Context: an optimization exercise on an open-source flow, tuned for small area, a short achievable clock period and few clock cycles per item. The choices shown serve that exercise and are no tape-out recipe.
The RTL was checked by simulation tests, not by an equivalence proof against the original design.
Power figures rest on the tool's default switching activity, not on a simulated workload.

## JK
Design prefix_add_unit, start of the top module:
module prefix_add_unit (
  input  logic         clk_i,
  input  logic         rst_i,
  input  logic         flush_i,
  input  logic         req_valid_i,
  output logic         req_ready_o,
  input  logic [255:0] req_a_i,
  input  logic [255:0] req_b_i,
  input  logic         req_sub_i,
  input  logic         req_cin_i,
  output logic         resp_valid_o,
  input  logic         resp_ready_i,
  output logic [255:0] resp_sum_o,
  output logic         resp_cout_o,
  output logic         resp_ovf_o,
  output logic         busy_o
);
Size: about 2300 cells after synthesis, ~260 flip-flops, about 780 I/O pins, roughly 21000 µm² of cells after synthesis.
Settings: LEC_CHECK=0, CAP_MARGIN=20, CORE_MARGIN=2, CORE_UTILIZATION=30, SETUP_SLACK_MARGIN=2.0, SLEW_MARGIN=20, SYNTH_HIERARCHICAL=1, SYNTH_MINIMUM_KEEP_SIZE=0, BUFFER_PORTS_ARGS=-buffer_cell sky130_fd_sc_hd__buf_1; clock period 5.5 ns.
standard.sh (not shown) runs the stock make flow with config.mk's settings and CLKGATE_MAP_FILE= SYNTH_SCRIPT=/design/flow/synth_recipe.tcl, a recipe that flattens the netlist after the stock synthesis.
==> flow/flow/run.sh <==
#!/bin/bash
# Standard ORFS layout, except that the port buffers are the smallest
# buffer cell (buf_1) instead of the cell buffer_ports picks by default.
set -e
echo 'export BUFFER_PORTS_ARGS = -buffer_cell sky130_fd_sc_hd__buf_1' >> "$FLOW_CONFIG"
bash standard.sh > standard.log 2>&1
Testbench counts of JK, summed over its fixed seeds: cycles 1,288, items 1,280.
For MS, these inputs were changed with respect to JK:
Settings: SETUP_SLACK_MARGIN now 1.5, was 2.0.
### Flow results
Delta (MS minus JK): routed wire length dropped about 6%; sequential power barely changed; count of vias placed by the detailed router dropped 1029; number of ordinary and repair buffers in the finished layout dropped 9.7%; net switching power of the design dropped 10%. Utilization: MS < JK. Final clock period utilization by the worst path was lower in JK than in MS. The lower worst path buffer plus inverter count of JK and MS is in MS. [compare] base=JK new=MS: clock share of power went up by 3.8 points, number of core rows was more or less identical.
The following lists how AL was set up differently from MS:
Settings: setting CORE_ASPECT_RATIO to 0.33 for the first time; changing CORE_UTILIZATION from 30 to 45; changing SETUP_SLACK_MARGIN from 1.5 to 1.3.
## What came out
What AL reported for final cell count without fillers has to be multiplied by 1.09 to get the figure for MS. Clock-buffer cell count on AL is down relative to MS. As of AL, post-route cell area had fallen by a few percent compared to MS. Looking only at peak supply drop, and setting everything else aside, the lower value of MS and AL goes to MS. AL ends up with a met1 track demand over resource that is 12 points higher than in MS. Re hold slack: MS was higher than AL. Relative to MS, AL degrades achievable clock frequency. [compare] base=MS new=AL: wire length per cell after detailed routing now sits lower, total length of routed met3 wires +about 7%, part of the power in the clock network -3.4 points, count of plain and timing-repair buffers went down by 17.
The inputs of TR differ from those of AL as listed below.
Settings: CORE_UTILIZATION changed from 45 to 50; CORE_ASPECT_RATIO changed from 0.33 to 0.28; SETUP_SLACK_MARGIN changed from 1.3 to 1.6.
==> results.txt <==
- TR: all stages complete, timing, DRC and antenna checks passed
- Area: TR vs AL -> TR larger
- For clock transition at the registers of the reported paths, TR and AL come out practically identical.
- TR against AL; final wirelength is up slightly.
What PW does differently from TR at the input level:
Settings: CORE_ASPECT_RATIO now 0.33, was 0.28; CORE_UTILIZATION now 45, was 50; SETUP_SLACK_MARGIN now 1.8, was 1.6.
Results
Final design utilization ends up higher on TR. Between TR and PW, the flow reports clock-buffer cell count increasing by more than a quarter. Shortest period the worst path allows, TR and PW: larger value in TR. PW against TR: multi-input logic area moved up, register-to-register setup slack fell 100 ps, horizontal die dimension now sits lower.


prefix_add_unit, a different RTL version from the one above (not shown whole).
For scale: roughly 260 flip-flops, roughly 780 I/O pins.
clock: 5.5 ns
lec_check: 0
cap_margin: 20
core_aspect_ratio: 0.33
core_margin: 2
core_utilization: 45
setup_slack_margin: 1.9
slew_margin: 20
synth_hierarchical: 1
synth_minimum_keep_size: 0
buffer_ports_args: -buffer_cell sky130_fd_sc_hd__buf_1
==> flow/flow/run.sh <==
#!/bin/bash
# Standard ORFS layout, except that the port buffers are the smallest
# buffer cell (buf_1) instead of the cell buffer_ports picks by default,
# and ABC sizes the gates for a light load (1 fF instead of the platform's
# 5 fF), leaving upsizing to the timing repair that follows placement.
set -e
echo 'export BUFFER_PORTS_ARGS = -buffer_cell sky130_fd_sc_hd__buf_1' >> "$FLOW_CONFIG"
bash standard.sh ABC_LOAD_IN_FF=1 finish > standard.log 2>&1
The starting point produced a clean layout.
Testbench counts at the start, summed over its fixed seeds: cycles 1,288, items 1,280.
==> next run, changes <==
==> flow/flow/run.sh (replaced) <==
#!/bin/bash
# Standard ORFS layout, except that the port buffers are the smallest
# buffer cell (buf_1) instead of the cell buffer_ports picks by default.
set -e
echo 'export BUFFER_PORTS_ARGS = -buffer_cell sky130_fd_sc_hd__buf_1' >> "$FLOW_CONFIG"
bash standard.sh > standard.log 2>&1
What happened:
- routed wire length drops by 1.5%
- global-route usage goes down by 1.5 points
- via count went down by 1.7%
- clock-buffer cell count climbs by 6
- sequential power is about the same
- setup slack gets better by 0.034 ns
- combinational power stays flat
- total power is about the same
==> next run, changes <==
==> flow/flow/run.sh (replaced) <==
#!/bin/bash
# Standard ORFS layout, except that the port buffers are the smallest
# buffer cell (buf_1) instead of the cell buffer_ports picks by default,
# and ABC sizes the gates for a light load (1 fF instead of the platform's
# 5 fF), leaving upsizing to the timing repair that follows placement.
set -e
echo 'export BUFFER_PORTS_ARGS = -buffer_cell sky130_fd_sc_hd__buf_1' >> "$FLOW_CONFIG"
bash standard.sh ABC_LOAD_IN_FF=1 finish > standard.log 2>&1
- SETUP_SLACK_MARGIN: 1.9 -> 1.3
Result: The new run completed with no timing, DRC or antenna violations. Global-route usage goes down by 0.15 points. Non-clock buffer count goes down by 70. Utilization goes down by 7.3 points. Count of clock-buffer cells in the layout goes down by 2.
==> next run, changes <==
==> flow/flow/run.sh (replaced) <==
#!/bin/bash
# Standard ORFS layout, except that the port buffers are the smallest
# buffer cell (buf_1) instead of the cell buffer_ports picks by default.
set -e
echo 'export BUFFER_PORTS_ARGS = -buffer_cell sky130_fd_sc_hd__buf_1' >> "$FLOW_CONFIG"
bash standard.sh > standard.log 2>&1
- ABC_AREA: not set -> 1
- SETUP_SLACK_MARGIN: 1.3 -> 1.6
- clock power rose by 15%
- design area came out higher by 58%
- die area climbs by 51%
- cell count rises by 99%
- global-route usage is about the same
- core utilization rises by 2.4 points


Starting RTL as in the previous note.
Settings: LEC_CHECK=0, CAP_MARGIN=20, CORE_ASPECT_RATIO=0.33, CORE_MARGIN=2, CORE_UTILIZATION=45, SETUP_SLACK_MARGIN=1.6, SLEW_MARGIN=20, SYNTH_HIERARCHICAL=1, SYNTH_MINIMUM_KEEP_SIZE=0, BUFFER_PORTS_ARGS=-buffer_cell sky130_fd_sc_hd__buf_1; clock period 5.5 ns.
==> flow/flow/run.sh <==
#!/bin/bash
# Standard ORFS layout, except that the port buffers are the smallest
# buffer cell (buf_1) instead of the cell buffer_ports picks by default,
# and ABC sizes the gates for a light load (1 fF instead of the platform's
# 5 fF), leaving upsizing to the timing repair that follows placement.
set -e
echo 'export BUFFER_PORTS_ARGS = -buffer_cell sky130_fd_sc_hd__buf_1' >> "$FLOW_CONFIG"
bash standard.sh ABC_LOAD_IN_FF=1 finish > standard.log 2>&1
Testbench counts at the start, summed over its fixed seeds: cycles 1,288, items 1,280.
Then changed:
==> flow/flow/run.sh (replaced) <==
#!/bin/bash
# Standard ORFS layout, except that the port buffers are the smallest
# buffer cell (buf_1) instead of the cell buffer_ports picks by default.
set -e
echo 'export BUFFER_PORTS_ARGS = -buffer_cell sky130_fd_sc_hd__buf_1' >> "$FLOW_CONFIG"
bash standard.sh > standard.log 2>&1
SETUP_SLACK_MARGIN = 1.3   (was 1.6)
First-iteration DRC count went down by 6.6%.
Worst setup slack got worse by 0.32 ns.
Non-clock buffer count went down by 4.
Via count drops by 0.48%.
Sequential share of layout area hardly moves.


Setup of red:
RTL: one of the versions met above, not the one the previous note started from.
For scale: about 260 flip-flops, roughly 780 I/O pins, about 0.021 mm^2 of cells after synthesis.
## prefix_add_unit
module prefix_add_unit (
  input  logic         clk_i,
  input  logic         rst_i,
  input  logic         flush_i,
  input  logic         req_valid_i,
  output logic         req_ready_o,
  input  logic [255:0] req_a_i,
  input  logic [255:0] req_b_i,
  input  logic         req_sub_i,
  input  logic         req_cin_i,
  output logic         resp_valid_o,
  input  logic         resp_ready_i,
  output logic [255:0] resp_sum_o,
  output logic         resp_cout_o,
  output logic         resp_ovf_o,
  output logic         busy_o
);
  localparam int DATA_W = 256;
  logic              cin;
  logic [DATA_W-1:0] sum;
  logic              cout;
  logic              c_msb;
  logic              accept;
  logic              valid_q;
  logic [DATA_W-1:0] sum_q;
  logic              cout_q;
  logic              ovf_q;
  assign cin = req_sub_i | req_cin_i;
  prefix_slice_adder #(
    .SLICE_W (DATA_W)
  ) u_adder (
    .a     (req_a_i),
    .b     (req_b_i),
    .sub   (req_sub_i),
    .cin   (cin),
    .sum   (sum),
    .cout  (cout),
    .c_msb (c_msb)
  );
  assign req_ready_o = ~flush_i & (~valid_q | resp_ready_i);
  assign accept      = req_valid_i & req_ready_o;
  always_ff @(posedge clk_i) begin
    if (rst_i)        valid_q <= 1'b0;
    else if (accept)  valid_q <= 1'b1;
    else if (flush_i | resp_ready_i) valid_q <= 1'b0;
  end
  always_ff @(posedge clk_i) begin
    if (accept) begin
      sum_q  <= sum;
      cout_q <= cout;
      ovf_q  <= cout ^ c_msb;
    end
  end
  assign resp_valid_o = valid_q;
  assign busy_o       = valid_q;
  assign resp_sum_o   = sum_q;
  assign resp_cout_o  = cout_q;
  assign resp_ovf_o   = ovf_q;
endmodule
clock: 5.5 ns
lec_check: 0
cap_margin: 20
core_aspect_ratio: 0.33
core_margin: 2
core_utilization: 45
cts_buf_list: sky130_fd_sc_hd__clkbuf_4 sky130_fd_sc_hd__clkbuf_8
setup_slack_margin: 1.6
slew_margin: 20
synth_hierarchical: 1
synth_minimum_keep_size: 0
buffer_ports_args: -buffer_cell sky130_fd_sc_hd__buf_1
==> flow/flow/run.sh <==
#!/bin/bash
# Standard ORFS layout, except that the port buffers are the smallest
# buffer cell (buf_1) instead of the cell buffer_ports picks by default.
set -e
echo 'export BUFFER_PORTS_ARGS = -buffer_cell sky130_fd_sc_hd__buf_1' >> "$FLOW_CONFIG"
bash standard.sh > standard.log 2>&1
Testbench counts of red, summed over its fixed seeds: cycles 1,288, items 1,280.
Modified inputs, blue compared to red
# red
export LEC_CHECK = 0
export CAP_MARGIN = 20
export CORE_ASPECT_RATIO = 0.33
export CORE_MARGIN = 2
export CORE_UTILIZATION = 45
export CTS_BUF_LIST = sky130_fd_sc_hd__clkbuf_4 sky130_fd_sc_hd__clkbuf_8
export SETUP_SLACK_MARGIN = 1.6
export SLEW_MARGIN = 20
export SYNTH_HIERARCHICAL = 1
export SYNTH_MINIMUM_KEEP_SIZE = 0
export BUFFER_PORTS_ARGS = -buffer_cell sky130_fd_sc_hd__buf_1
create_clock -name core_clock -period 5.5 [get_ports {clk_i}]
# blue
export LEC_CHECK = 0
export CAP_MARGIN = 20
export CORE_ASPECT_RATIO = 0.33
export CORE_MARGIN = 2
export CORE_UTILIZATION = 45
export SETUP_SLACK_MARGIN = 1.0
export SLEW_MARGIN = 20
export SYNTH_HIERARCHICAL = 1
export SYNTH_MINIMUM_KEEP_SIZE = 0
export BUFFER_PORTS_ARGS = -buffer_cell sky130_fd_sc_hd__buf_1
create_clock -name core_clock -period 5.5 [get_ports {clk_i}]
## What came out
Between red and blue, peak fanout along the critical path is higher for red, blue comes in under that. Routed wire length of blue is on par with red. Going from red to blue, the power share of the combinational group was found to have gone down by 2.6 points. Comparing red with blue, the number of cells after detailed placement came out essentially unchanged. The run showing the greater share of cell area taken by flip-flops and latches is blue. blue against red: total setup violations reported at the end of the flow shows no meaningful change, clock power shows an increase of about 9%. blue reports a lower synthesis-to-finish area growth than red does. Core util | blue vs red | blue lower. Flip-flop and latch count of blue is on par with red.
## Diff of input files: green against blue
# blue
export LEC_CHECK = 0
export CAP_MARGIN = 20
export CORE_ASPECT_RATIO = 0.33
export CORE_MARGIN = 2
export CORE_UTILIZATION = 45
export SETUP_SLACK_MARGIN = 1.0
export SLEW_MARGIN = 20
export SYNTH_HIERARCHICAL = 1
export SYNTH_MINIMUM_KEEP_SIZE = 0
export BUFFER_PORTS_ARGS = -buffer_cell sky130_fd_sc_hd__buf_1
create_clock -name core_clock -period 5.5 [get_ports {clk_i}]
# green
export LEC_CHECK = 0
export CAP_MARGIN = 20
export CORE_ASPECT_RATIO = 0.33
export CORE_MARGIN = 2
export CORE_UTILIZATION = 45
export SETUP_SLACK_MARGIN = 1.6
export SLEW_MARGIN = 20
export SYNTH_HIERARCHICAL = 1
export SYNTH_MINIMUM_KEEP_SIZE = 0
export BUFFER_PORTS_ARGS = -buffer_cell sky130_fd_sc_hd__buf_1
create_clock -name core_clock -period 5.5 [get_ports {clk_i}]
==> comparison <==
green has completed all stages; timing, DRC and antenna checks passed. Top metal layer carrying routed signals = met5: blue; top metal layer carrying routed signals = met4: green. [compare] base=blue new=green: final-layout clock buffer total increased 4; final hold slack decreased 0.0060 ns; sum of routed wire segments on met1 fell 810 um; sequential share of layout area went down.
Input changes introduced in orange (baseline for comparison: green):
# green
export LEC_CHECK = 0
export CAP_MARGIN = 20
export CORE_ASPECT_RATIO = 0.33
export CORE_MARGIN = 2
export CORE_UTILIZATION = 45
export SETUP_SLACK_MARGIN = 1.6
export SLEW_MARGIN = 20
export SYNTH_HIERARCHICAL = 1
export SYNTH_MINIMUM_KEEP_SIZE = 0
export BUFFER_PORTS_ARGS = -buffer_cell sky130_fd_sc_hd__buf_1
create_clock -name core_clock -period 5.5 [get_ports {clk_i}]
# orange
export LEC_CHECK = 0
export CAP_MARGIN = 20
export CORE_MARGIN = 2
export CORE_UTILIZATION = 30
export SETUP_SLACK_MARGIN = 1.6
export SLEW_MARGIN = 20
export SYNTH_HIERARCHICAL = 1
export SYNTH_MINIMUM_KEEP_SIZE = 0
export BUFFER_PORTS_ARGS = -buffer_cell sky130_fd_sc_hd__buf_1
export RECOVER_POWER = 50
create_clock -name core_clock -period 5.5 [get_ports {clk_i}]
--- a/flow/flow/run.sh
+++ b/flow/flow/run.sh
@@ -5,0 +6 @@
+echo "export RECOVER_POWER = 50" >> "$FLOW_CONFIG"
==> comparison <==
From the logs: orange reached the end of the flow and failed the layout checks with capacitance limit, slew limit.
green reports its cell with the largest stage delay on the worst path as sky130_fd_sc_hd__bufbuf_16 while orange reports sky130_fd_sc_hd__clkbuf_2.
Power per standard cell area went up by a few percent going from green to orange.
Compared to green, orange was floorplanned on a bigger die.
orange against green; wire length is up by more than 10%.
Sequential power of green is on par with orange.
orange vs green — ratio of routed vias to standard cells dropped 8.0%.
Per the comparison of orange with green, clock power went up, minimum setup slack among reg-to-reg paths moved down, total standard cell area after synthesis was more or less identical, number of instances resized during post-cts repair now sits higher, clock share of power picked up an extra 4.6 points.
orange ends up with a vias after detailed routing that is 99 higher than in green.
The inputs of purple differ from those of orange as listed below.
# orange
export LEC_CHECK = 0
export CAP_MARGIN = 20
export CORE_MARGIN = 2
export CORE_UTILIZATION = 30
export SETUP_SLACK_MARGIN = 1.6
export SLEW_MARGIN = 20
export SYNTH_HIERARCHICAL = 1
export SYNTH_MINIMUM_KEEP_SIZE = 0
export BUFFER_PORTS_ARGS = -buffer_cell sky130_fd_sc_hd__buf_1
export RECOVER_POWER = 50
create_clock -name core_clock -period 5.5 [get_ports {clk_i}]
# purple
export LEC_CHECK = 0
export CAP_MARGIN = 20
export CORE_MARGIN = 2
export CORE_UTILIZATION = 30
export PLACE_DENSITY = 0.8
export SETUP_SLACK_MARGIN = 1.5
export SLEW_MARGIN = 20
export SYNTH_HIERARCHICAL = 1
export SYNTH_MINIMUM_KEEP_SIZE = 0
export BUFFER_PORTS_ARGS = -buffer_cell sky130_fd_sc_hd__buf_1
create_clock -name core_clock -period 5.5 [get_ports {clk_i}]
--- a/flow/flow/run.sh
+++ b/flow/flow/run.sh
@@ -6 +5,0 @@
-echo "export RECOVER_POWER = 50" >> "$FLOW_CONFIG"
--- outcome ---
orange: flow complete, layout not clean; failing: capacitance limit, slew limit
purple completed every stage of the flow, and the final layout passed the timing, DRC and antenna checks.
On required time of the worst setup path, the lower figure sits with orange, not purple.
Across both runs, proportion of power drawn by the clock network was lower for purple than for orange.
On fraction of final layout cells with drive strength greater than 1, the lower figure sits with purple, not orange.

-- re-timing with driven ports --
In the flow no input, the clock included, has a driving cell. The finished layouts below were timed again as built, in two steps. Step 1: set_driving_cell puts a clkbuf_16 on clk_i and a buf_2 on each other input, an assumption about the parent block. Step 2 adds t to the input delays and takes it off the output delays; t is the mean of the earliest and latest rising clock arrival at the registers after step 1. Input paths then give back, and output paths get back, about the clock's delay inside the block. Three values: no drivers, after step 1, after step 2; two values: the first two.
run	t (ns)	setup slack, ns	worst setup path at the end
JK	0.591	1.846 / 1.587 / 0.997	input to register
MS	0.596	1.553 / 1.571 / 0.975	input to register
AL	0.609	1.439 / 1.459 / 0.850	input to register
TR	0.609	1.553 / 1.567 / 0.957	input to register
PW	0.617	1.828 / 1.720 / 1.103	input to register
the first run of note 2	0.615	1.760 / 1.560 / 0.944	input to register
the second run of note 2	0.599	1.794 / 1.557 / 0.958	input to register
the third run of note 2	0.610	1.449 / 1.450 / 0.840	input to register
the fourth run of note 2	0.645	1.583 / 1.604 / 0.958	input to register
the first run of note 3	0.606	1.679 / 1.405 / 0.799	input to register
the second run of note 3	0.607	1.359 / 1.394 / 0.787	input to register
red	0.631	1.612 / 1.624 / 0.992	input to register
blue	0.609	1.119 / 1.139 / 0.530	input to register
green	0.617	1.624 / 1.630 / 1.013	input to register
orange	0.593	1.064 / 1.097 / 0.504	input to register
purple	0.598	1.535 / 1.437 / 0.839	input to register
For the first run of note 3, which loses most, drivers alone change the setup slack by -0.274 ns; drivers and shift together by -0.880 ns.
